What follows belongs to an exercise in optimizing a design on an open flow for small area and a short achievable clock period; a production flow would make more cautious choices. RTL that was checked went through simulation tests only; none was proved equivalent to the original. No activity file was given, so power comes from the tool's default toggle rates.

==> inputs of build 82 <==
// mac_array_2x2
module mac_array_2x2
#(
  parameter int DATA_W = mac_pkg::DATA_W,
  parameter int ACC_W  = mac_pkg::ACC_W
) (
  input  logic                  clk,
  input  logic                  rst_n,
  input  logic                  en,
  input  logic                  clear,
  input  logic [4*DATA_W-1:0]   a,
  input  logic [4*DATA_W-1:0]   b,
  output logic [4*ACC_W-1:0]    acc
);
Settings: LEC_CHECK=0, CAP_MARGIN=20, CORE_MARGIN=2, CORE_UTILIZATION=40, CTS_BUF_LIST=sky130_fd_sc_hd__clkbuf_4 sky130_fd_sc_hd__clkbuf_8, SETUP_SLACK_MARGIN=2.3, SLEW_MARGIN=20, SYNTH_HIERARCHICAL=1, SYNTH_MINIMUM_KEEP_SIZE=0; clock period 6.5 ns.
standard.sh (not shown) runs the stock make flow with config.mk's settings and CLKGATE_MAP_FILE= SYNTH_SCRIPT=/design/flow/synth_recipe.tcl, a recipe that flattens the netlist after the stock synthesis.
==> flow/flow/run.sh <==
#!/bin/bash
# Layout: the standard flow (standard.sh), with the port buffers that
# global placement inserts made plain buf_1 cells (the resizer sizes them up
# where timing needs it) instead of the delay buffers the resizer picks by
# default.  make's full output goes to standard.log; each ORFS step also keeps
# its own log under orfs/logs/.
set -euo pipefail
export BUFFER_PORTS_ARGS="-buffer_cell sky130_fd_sc_hd__buf_1"
bash standard.sh > standard.log 2>&1
==> build 74: changes against build 82 <==
--- a/flow/design.v
+++ b/flow/design.v
@@ -89,14 +89,14 @@
   wire sum185 = p135 ^ G169;
   wire sum186 = p136 ^ G171;
   wire sum187 = p137 ^ G173;
   wire sum188 = p138 ^ G175;
   wire [15:0] lo_v = {sum188, sum187, sum186, sum185, sum184, sum183, sum182, sum181, s_r[7], s_r[6], s_r[5], s_r[4], s_r[3], s_r[2], s_r[1], s_r[0]};
   wire [15:0] hi_c0, hi_c1, hi_v;
-  mac_hipre u_hipre (.h(h_r), .q(r0_r[8]), .hi0(hi_c0), .hi1(hi_c1));
-  mac_hisel u_hisel (.hi0(hi_c0), .hi1(hi_c1), .c(G179), .hi(hi_v));
+  mac_hipre u_hipre (.h(h_r), .q(r0_r[8]), .hi0_n(hi_c0), .hi1_n(hi_c1));
+  mac_hisel u_hisel (.hi0_n(hi_c0), .hi1_n(hi_c1), .c(G179), .hi(hi_v));
   wire [31:0] acc_v = {hi_v, lo_v};
   wire [7:0] ag = a & {8{en}};
   wire [63:0] pp;
   mac_pp u_pp (.a(ag), .b(b), .pp(pp));
   wire s1 = pp[5] ^ pp[12];
   wire c2 = pp[5] & pp[12];
@@ -298,27 +298,27 @@
 );
   assign {c, s} = x + y + z;
 endmodule
 module mac_hipre (
   input  logic [15:0] h,
   input  logic        q,
-  output logic [15:0] hi0,
-  output logic [15:0] hi1
+  output logic [15:0] hi0_n,
+  output logic [15:0] hi1_n
 );
   wire [15:0] h_m1 = h - 16'd1;
   wire [15:0] h_p1 = h + 16'd1;
-  assign hi0 = q ? h : h_m1;
-  assign hi1 = q ? h_p1 : h;
+  assign hi0_n = ~(q ? h : h_m1);
+  assign hi1_n = ~(q ? h_p1 : h);
 endmodule
 module mac_hisel (
-  input  logic [15:0] hi0,
-  input  logic [15:0] hi1,
+  input  logic [15:0] hi0_n,
+  input  logic [15:0] hi1_n,
   input  logic        c,
   output logic [15:0] hi
 );
-  assign hi = c ? hi1 : hi0;
+  assign hi = ~(c ? hi1_n : hi0_n);
 endmodule
 module mac_pp (
   input  logic [7:0]  a,
   input  logic [7:0]  b,
   output logic [63:0] pp
 );
Settings changed: CORE_UTILIZATION 40 to 55, GPL_ROUTABILITY_DRIVEN set to 0.
==> build 53: changes against build 82 <==
--- a/flow/design.v
+++ b/flow/design.v
@@ -89,16 +89,19 @@
   wire sum185 = p135 ^ G169;
   wire sum186 = p136 ^ G171;
   wire sum187 = p137 ^ G173;
   wire sum188 = p138 ^ G175;
   wire [15:0] lo_v = {sum188, sum187, sum186, sum185, sum184, sum183, sum182, sum181, s_r[7], s_r[6], s_r[5], s_r[4], s_r[3], s_r[2], s_r[1], s_r[0]};
   wire [15:0] hi_c0, hi_c1, hi_v;
-  mac_hipre u_hipre (.h(h_r), .q(r0_r[8]), .hi0(hi_c0), .hi1(hi_c1));
-  mac_hisel u_hisel (.hi0(hi_c0), .hi1(hi_c1), .c(G179), .hi(hi_v));
+  mac_hipre u_hipre (.h(h_r), .q(r0_r[8]), .hi0_n(hi_c0), .hi1_n(hi_c1));
+  mac_hisel u_hisel (.hi0_n(hi_c0), .hi1_n(hi_c1), .c(G179), .hi(hi_v));
   wire [31:0] acc_v = {hi_v, lo_v};
-  wire [7:0] ag = a & {8{en}};
+  wire kill = ~rst_n | clear;
+  wire go = en & ~kill;
+  wire [7:0] ag = a & {8{go}};
+  wire [15:0] lo_g = lo_v & {16{~kill}};
   wire [63:0] pp;
   mac_pp u_pp (.a(ag), .b(b), .pp(pp));
   wire s1 = pp[5] ^ pp[12];
   wire c2 = pp[5] & pp[12];
   wire s3, c3;
   mac_fa u_fa3 (.x(pp[6]), .y(pp[13]), .z(pp[20]), .s(s3), .c(c3));
@@ -112,13 +115,13 @@
   wire c9 = pp[49] & pp[56];
   wire s10 = ~(pp[15] ^ pp[22]);
   wire c11 = pp[15] | pp[22];
   wire s12, c12;
   mac_fa u_fa12 (.x(pp[29]), .y(pp[36]), .z(pp[43]), .s(s12), .c(c12));
   wire s13, c13;
-  mac_fa u_fa13 (.x(pp[50]), .y(pp[57]), .z(lo_v[8]), .s(s13), .c(c13));
+  mac_fa u_fa13 (.x(pp[50]), .y(pp[57]), .z(lo_g[8]), .s(s13), .c(c13));
   wire s14, c14;
   mac_fa u_fa14 (.x(pp[23]), .y(pp[30]), .z(pp[37]), .s(s14), .c(c14));
   wire s15, c15;
   mac_fa u_fa15 (.x(pp[44]), .y(pp[51]), .z(pp[58]), .s(s15), .c(c15));
   wire s16, c16;
   mac_fa u_fa16 (.x(pp[31]), .y(pp[38]), .z(pp[45]), .s(s16), .c(c16));
@@ -128,37 +131,37 @@
   mac_fa u_fa19 (.x(pp[4]), .y(pp[11]), .z(pp[18]), .s(s19), .c(c19));
   wire s20 = pp[25] ^ pp[32];
   wire c21 = pp[25] & pp[32];
   wire s22, c22;
   mac_fa u_fa22 (.x(pp[19]), .y(pp[26]), .z(pp[33]), .s(s22), .c(c22));
   wire s23, c23;
-  mac_fa u_fa23 (.x(pp[40]), .y(s1), .z(lo_v[5]), .s(s23), .c(c23));
+  mac_fa u_fa23 (.x(pp[40]), .y(s1), .z(lo_g[5]), .s(s23), .c(c23));
   wire s24, c24;
   mac_fa u_fa24 (.x(pp[41]), .y(pp[48]), .z(c2), .s(s24), .c(c24));
   wire s25, c25;
-  mac_fa u_fa25 (.x(s4), .y(s3), .z(lo_v[6]), .s(s25), .c(c25));
+  mac_fa u_fa25 (.x(s4), .y(s3), .z(lo_g[6]), .s(s25), .c(c25));
   wire s26, c26;
   mac_fa u_fa26 (.x(c5), .y(s8), .z(c3), .s(s26), .c(c26));
   wire s27, c27;
-  mac_fa u_fa27 (.x(s6), .y(s7), .z(lo_v[7]), .s(s27), .c(c27));
+  mac_fa u_fa27 (.x(s6), .y(s7), .z(lo_g[7]), .s(s27), .c(c27));
   wire s28, c28;
   mac_fa u_fa28 (.x(c9), .y(c6), .z(c7), .s(s28), .c(c28));
   wire s29, c29;
   mac_fa u_fa29 (.x(s10), .y(s12), .z(s13), .s(s29), .c(c29));
   wire s30, c30;
   mac_fa u_fa30 (.x(c11), .y(c12), .z(s14), .s(s30), .c(c30));
   wire s31, c31;
-  mac_fa u_fa31 (.x(s15), .y(lo_v[9]), .z(c13), .s(s31), .c(c31));
+  mac_fa u_fa31 (.x(s15), .y(lo_g[9]), .z(c13), .s(s31), .c(c31));
   wire s32, c32;
   mac_fa u_fa32 (.x(pp[52]), .y(pp[59]), .z(c14), .s(s32), .c(c32));
   wire s33, c33;
-  mac_fa u_fa33 (.x(c15), .y(s16), .z(lo_v[10]), .s(s33), .c(c33));
+  mac_fa u_fa33 (.x(c15), .y(s16), .z(lo_g[10]), .s(s33), .c(c33));
   wire s34, c34;
   mac_fa u_fa34 (.x(pp[39]), .y(pp[46]), .z(pp[53]), .s(s34), .c(c34));
   wire s35, c35;
-  mac_fa u_fa35 (.x(pp[60]), .y(c16), .z(lo_v[11]), .s(s35), .c(c35));
+  mac_fa u_fa35 (.x(pp[60]), .y(c16), .z(lo_g[11]), .s(s35), .c(c35));
   wire s36, c36;
   mac_fa u_fa36 (.x(pp[47]), .y(pp[54]), .z(pp[61]), .s(s36), .c(c36));
   wire s37 = pp[2] ^ pp[9];
   wire c38 = pp[2] & pp[9];
   wire s39, c39;
   mac_fa u_fa39 (.x(pp[17]), .y(pp[24]), .z(s17), .s(s39), .c(c39));
@@ -176,23 +179,23 @@
   mac_fa u_fa45 (.x(c28), .y(s30), .z(s31), .s(s45), .c(c45));
   wire s46, c46;
   mac_fa u_fa46 (.x(s32), .y(c30), .z(s33), .s(s46), .c(c46));
   wire s47, c47;
   mac_fa u_fa47 (.x(s34), .y(c32), .z(c33), .s(s47), .c(c47));
   wire s48, c48;
-  mac_fa u_fa48 (.x(c34), .y(s36), .z(lo_v[12]), .s(s48), .c(c48));
+  mac_fa u_fa48 (.x(c34), .y(s36), .z(lo_g[12]), .s(s48), .c(c48));
   wire s49, c49;
   mac_fa u_fa49 (.x(pp[55]), .y(pp[62]), .z(c36), .s(s49), .c(c49));
   wire s50 = pp[1] ^ pp[8];
   wire c51 = pp[1] & pp[8];
   wire s52, c52;
-  mac_fa u_fa52 (.x(pp[16]), .y(s37), .z(lo_v[2]), .s(s52), .c(c52));
+  mac_fa u_fa52 (.x(pp[16]), .y(s37), .z(lo_g[2]), .s(s52), .c(c52));
   wire s53, c53;
-  mac_fa u_fa53 (.x(c38), .y(lo_v[3]), .z(s39), .s(s53), .c(c53));
+  mac_fa u_fa53 (.x(c38), .y(lo_g[3]), .z(s39), .s(s53), .c(c53));
   wire s54, c54;
-  mac_fa u_fa54 (.x(c39), .y(lo_v[4]), .z(s40), .s(s54), .c(c54));
+  mac_fa u_fa54 (.x(c39), .y(lo_g[4]), .z(s40), .s(s54), .c(c54));
   wire s55, c55;
   mac_fa u_fa55 (.x(c40), .y(s41), .z(s23), .s(s55), .c(c55));
   wire s56, c56;
   mac_fa u_fa56 (.x(c41), .y(s25), .z(s42), .s(s56), .c(c56));
   wire s57, c57;
   mac_fa u_fa57 (.x(s27), .y(c42), .z(s43), .s(s57), .c(c57));
@@ -204,26 +207,26 @@
   mac_fa u_fa60 (.x(c31), .y(s46), .z(c45), .s(s60), .c(c60));
   wire s61, c61;
   mac_fa u_fa61 (.x(s35), .y(s47), .z(c46), .s(s61), .c(c61));
   wire s62, c62;
   mac_fa u_fa62 (.x(c35), .y(s48), .z(c47), .s(s62), .c(c62));
   wire s63, c63;
-  mac_fa u_fa63 (.x(lo_v[13]), .y(s49), .z(c48), .s(s63), .c(c63));
+  mac_fa u_fa63 (.x(lo_g[13]), .y(s49), .z(c48), .s(s63), .c(c63));
   wire s64, c64;
-  mac_fa u_fa64 (.x(pp[63]), .y(lo_v[14]), .z(c49), .s(s64), .c(c64));
-  wire s65 = ~lo_v[15];
-  wire g66 = pp[0] & lo_v[0];
-  wire g67 = lo_v[1] & s50;
+  mac_fa u_fa64 (.x(pp[63]), .y(lo_g[14]), .z(c49), .s(s64), .c(c64));
+  wire s65 = ~lo_g[15];
+  wire g66 = pp[0] & lo_g[0];
+  wire g67 = lo_g[1] & s50;
   wire g68 = s52 & c51;
   wire g69 = s53 & c52;
   wire g70 = s54 & c53;
   wire g71 = s55 & c54;
   wire g72 = s56 & c55;
   wire g73 = s57 & c56;
-  wire p74 = pp[0] ^ lo_v[0];
-  wire p75 = lo_v[1] ^ s50;
+  wire p74 = pp[0] ^ lo_g[0];
+  wire p75 = lo_g[1] ^ s50;
   wire p76 = s52 ^ c51;
   wire p77 = s53 ^ c52;
   wire p78 = s54 ^ c53;
   wire p79 = s55 ^ c54;
   wire p80 = s56 ^ c55;
   wire p81 = s57 ^ c56;
@@ -267,28 +270,20 @@
   wire sum119 = p78 ^ G98;
   wire sum120 = p79 ^ G108;
   wire sum121 = p80 ^ G110;
   wire sum122 = p81 ^ G112;
   wire [7:0] s_n = {sum122, sum121, sum120, sum119, sum118, sum117, sum116, p74};
   wire cl_n = G114;
-  wire [8:0] r0_n = {lo_v[15], s65, s64, s63, s62, s61, s60, s59, s58};
+  wire [8:0] r0_n = {lo_g[15], s65, s64, s63, s62, s61, s60, s59, s58};
   wire [7:0] r1_n = {c64, c63, c62, c61, c60, c59, c58, c57};
   always_ff @(posedge clk) begin
-    if (!rst_n || clear) begin
-      h_r  <= '0;
-      s_r  <= '0;
-      cl_r <= 1'b0;
-      r0_r <= 9'b100000000;
-      r1_r <= '0;
-    end else begin
-      h_r  <= hi_v;
-      s_r  <= s_n;
-      cl_r <= cl_n;
-      r0_r <= r0_n;
-      r1_r <= r1_n;
-    end
+    h_r  <= kill ? '0 : hi_v;
+    s_r  <= s_n;
+    cl_r <= cl_n;
+    r0_r <= r0_n;
+    r1_r <= r1_n;
   end
   assign acc = acc_v;
 endmodule
 module mac_fa (
   input  logic x,
   input  logic y,
@@ -298,27 +293,27 @@
 );
   assign {c, s} = x + y + z;
 endmodule
 module mac_hipre (
   input  logic [15:0] h,
   input  logic        q,
-  output logic [15:0] hi0,
-  output logic [15:0] hi1
+  output logic [15:0] hi0_n,
+  output logic [15:0] hi1_n
 );
   wire [15:0] h_m1 = h - 16'd1;
   wire [15:0] h_p1 = h + 16'd1;
-  assign hi0 = q ? h : h_m1;
-  assign hi1 = q ? h_p1 : h;
+  assign hi0_n = ~(q ? h : h_m1);
+  assign hi1_n = ~(q ? h_p1 : h);
 endmodule
 module mac_hisel (
-  input  logic [15:0] hi0,
-  input  logic [15:0] hi1,
+  input  logic [15:0] hi0_n,
+  input  logic [15:0] hi1_n,
   input  logic        c,
   output logic [15:0] hi
 );
-  assign hi = c ? hi1 : hi0;
+  assign hi = ~(c ? hi1_n : hi0_n);
 endmodule
 module mac_pp (
   input  logic [7:0]  a,
   input  logic [7:0]  b,
   output logic [63:0] pp
 );
==> build 32: changes against build 82 <==
--- a/flow/design.v
+++ b/flow/design.v
@@ -89,14 +89,14 @@
   wire sum185 = p135 ^ G169;
   wire sum186 = p136 ^ G171;
   wire sum187 = p137 ^ G173;
   wire sum188 = p138 ^ G175;
   wire [15:0] lo_v = {sum188, sum187, sum186, sum185, sum184, sum183, sum182, sum181, s_r[7], s_r[6], s_r[5], s_r[4], s_r[3], s_r[2], s_r[1], s_r[0]};
   wire [15:0] hi_c0, hi_c1, hi_v;
-  mac_hipre u_hipre (.h(h_r), .q(r0_r[8]), .hi0(hi_c0), .hi1(hi_c1));
-  mac_hisel u_hisel (.hi0(hi_c0), .hi1(hi_c1), .c(G179), .hi(hi_v));
+  mac_hipre u_hipre (.h(h_r), .q(r0_r[8]), .hi0_n(hi_c0), .hi1_n(hi_c1));
+  mac_hisel u_hisel (.hi0_n(hi_c0), .hi1_n(hi_c1), .c(G179), .hi(hi_v));
   wire [31:0] acc_v = {hi_v, lo_v};
   wire [7:0] ag = a & {8{en}};
   wire [63:0] pp;
   mac_pp u_pp (.a(ag), .b(b), .pp(pp));
   wire s1 = pp[5] ^ pp[12];
   wire c2 = pp[5] & pp[12];
@@ -298,27 +298,27 @@
 );
   assign {c, s} = x + y + z;
 endmodule
 module mac_hipre (
   input  logic [15:0] h,
   input  logic        q,
-  output logic [15:0] hi0,
-  output logic [15:0] hi1
+  output logic [15:0] hi0_n,
+  output logic [15:0] hi1_n
 );
   wire [15:0] h_m1 = h - 16'd1;
   wire [15:0] h_p1 = h + 16'd1;
-  assign hi0 = q ? h : h_m1;
-  assign hi1 = q ? h_p1 : h;
+  assign hi0_n = ~(q ? h : h_m1);
+  assign hi1_n = ~(q ? h_p1 : h);
 endmodule
 module mac_hisel (
-  input  logic [15:0] hi0,
-  input  logic [15:0] hi1,
+  input  logic [15:0] hi0_n,
+  input  logic [15:0] hi1_n,
   input  logic        c,
   output logic [15:0] hi
 );
-  assign hi = c ? hi1 : hi0;
+  assign hi = ~(c ? hi1_n : hi0_n);
 endmodule
 module mac_pp (
   input  logic [7:0]  a,
   input  logic [7:0]  b,
   output logic [63:0] pp
 );
Settings changed: CORE_UTILIZATION 40 to 55, PLACE_DENSITY set to 0.8.
==> results.txt <==
| item | build 74 | build 53 | build 82 | build 32 |
|---|---|---|---|---|
| Vertical die dimension | 177 um | 206 um | 208 um | 177 um |
| Number of antenna diodes | 0 | 0 | 4 | 0 |
| Detailed placement HPWL | 28.5 mm | 30.1 mm | 31.0 mm | 28.7 mm |
| Vias in the first global route | 11900 | 11700 | 12400 | 12800 |
| Maximum frequency from static timing analysis | 241 MHz | 240 MHz | 241 MHz | 239 MHz |
| Outcome | finished clean | finished clean | finished clean | finished clean |
| Final weighted congestion in routability-driven placement | - | 0.852 | 0.848 | 0.894 |
| Switching share of power | 0.404 | 0.494 | 0.410 | 0.414 |
| Number of antenna violations at the first check in global routing | 1 | 0 | 4 | 1 |
| Fraction of the yosys area taken by sequential cells | 0.203 | 0.205 | 0.201 | 0.203 |
| Maximum fanout count along the critical path | 17 | 9 | 6 | 17 |
| Total power | 4.49 mW | 8.53 mW | 4.57 mW | 4.52 mW |
| Combinational Power | 2.35 mW | 6.10 mW | 2.42 mW | 2.36 mW |
| Endpoint required time on the critical path | 6.91 ns | 6.95 ns | 5.20 ns | 6.92 ns |
| Postcts setup bufs | 0 | 10 | 3 | 0 |
| Final critical delay including setup and external delays | 4.15 ns | 4.17 ns | 4.16 ns | 4.18 ns |
For build 53, only the layout was checked, not whether the RTL still works.

[what the ideal ports hide]
No port has a modelled driver above. Below, the same layouts with a new extraction and two added sets of constraints. Step 1: set_driving_cell puts a clkbuf_16 on clk and a buf_2 on each other input, an assumption about the parent block. Step 2 adds t to the input delays and takes it off the output delays; t is the mean of the earliest and latest rising clock arrival at the registers after step 1. Input paths then give back, and output paths get back, about the clock's delay inside the block. Slacks: ideal / step 1 / step 2; pairs: ideal / step 1.
run | shift t [ns] | slack for setup (ns) | worst hold slack (ns) | pins driven straight from the clock port
build 82 | 0.597 | 2.342 / 2.291 / 1.784 | 0.589 / 0.589 / 0.589 | 1
build 74 | 0.526 | 2.350 / 2.365 / 1.839 | 0.593 / 0.593 / 0.593 | 1
build 53 | 0.599 | 2.332 / 2.288 / 1.688 | 0.581 / 0.581 / 0.581 | 1
build 32 | 0.534 | 2.319 / 2.334 / 1.801 | 0.594 / 0.594 / 0.594 | 1
After both steps every run listed still meets setup and hold. The setup slack of build 53, which loses most, moves by -0.044 ns with the drivers and by -0.644 ns with both steps.
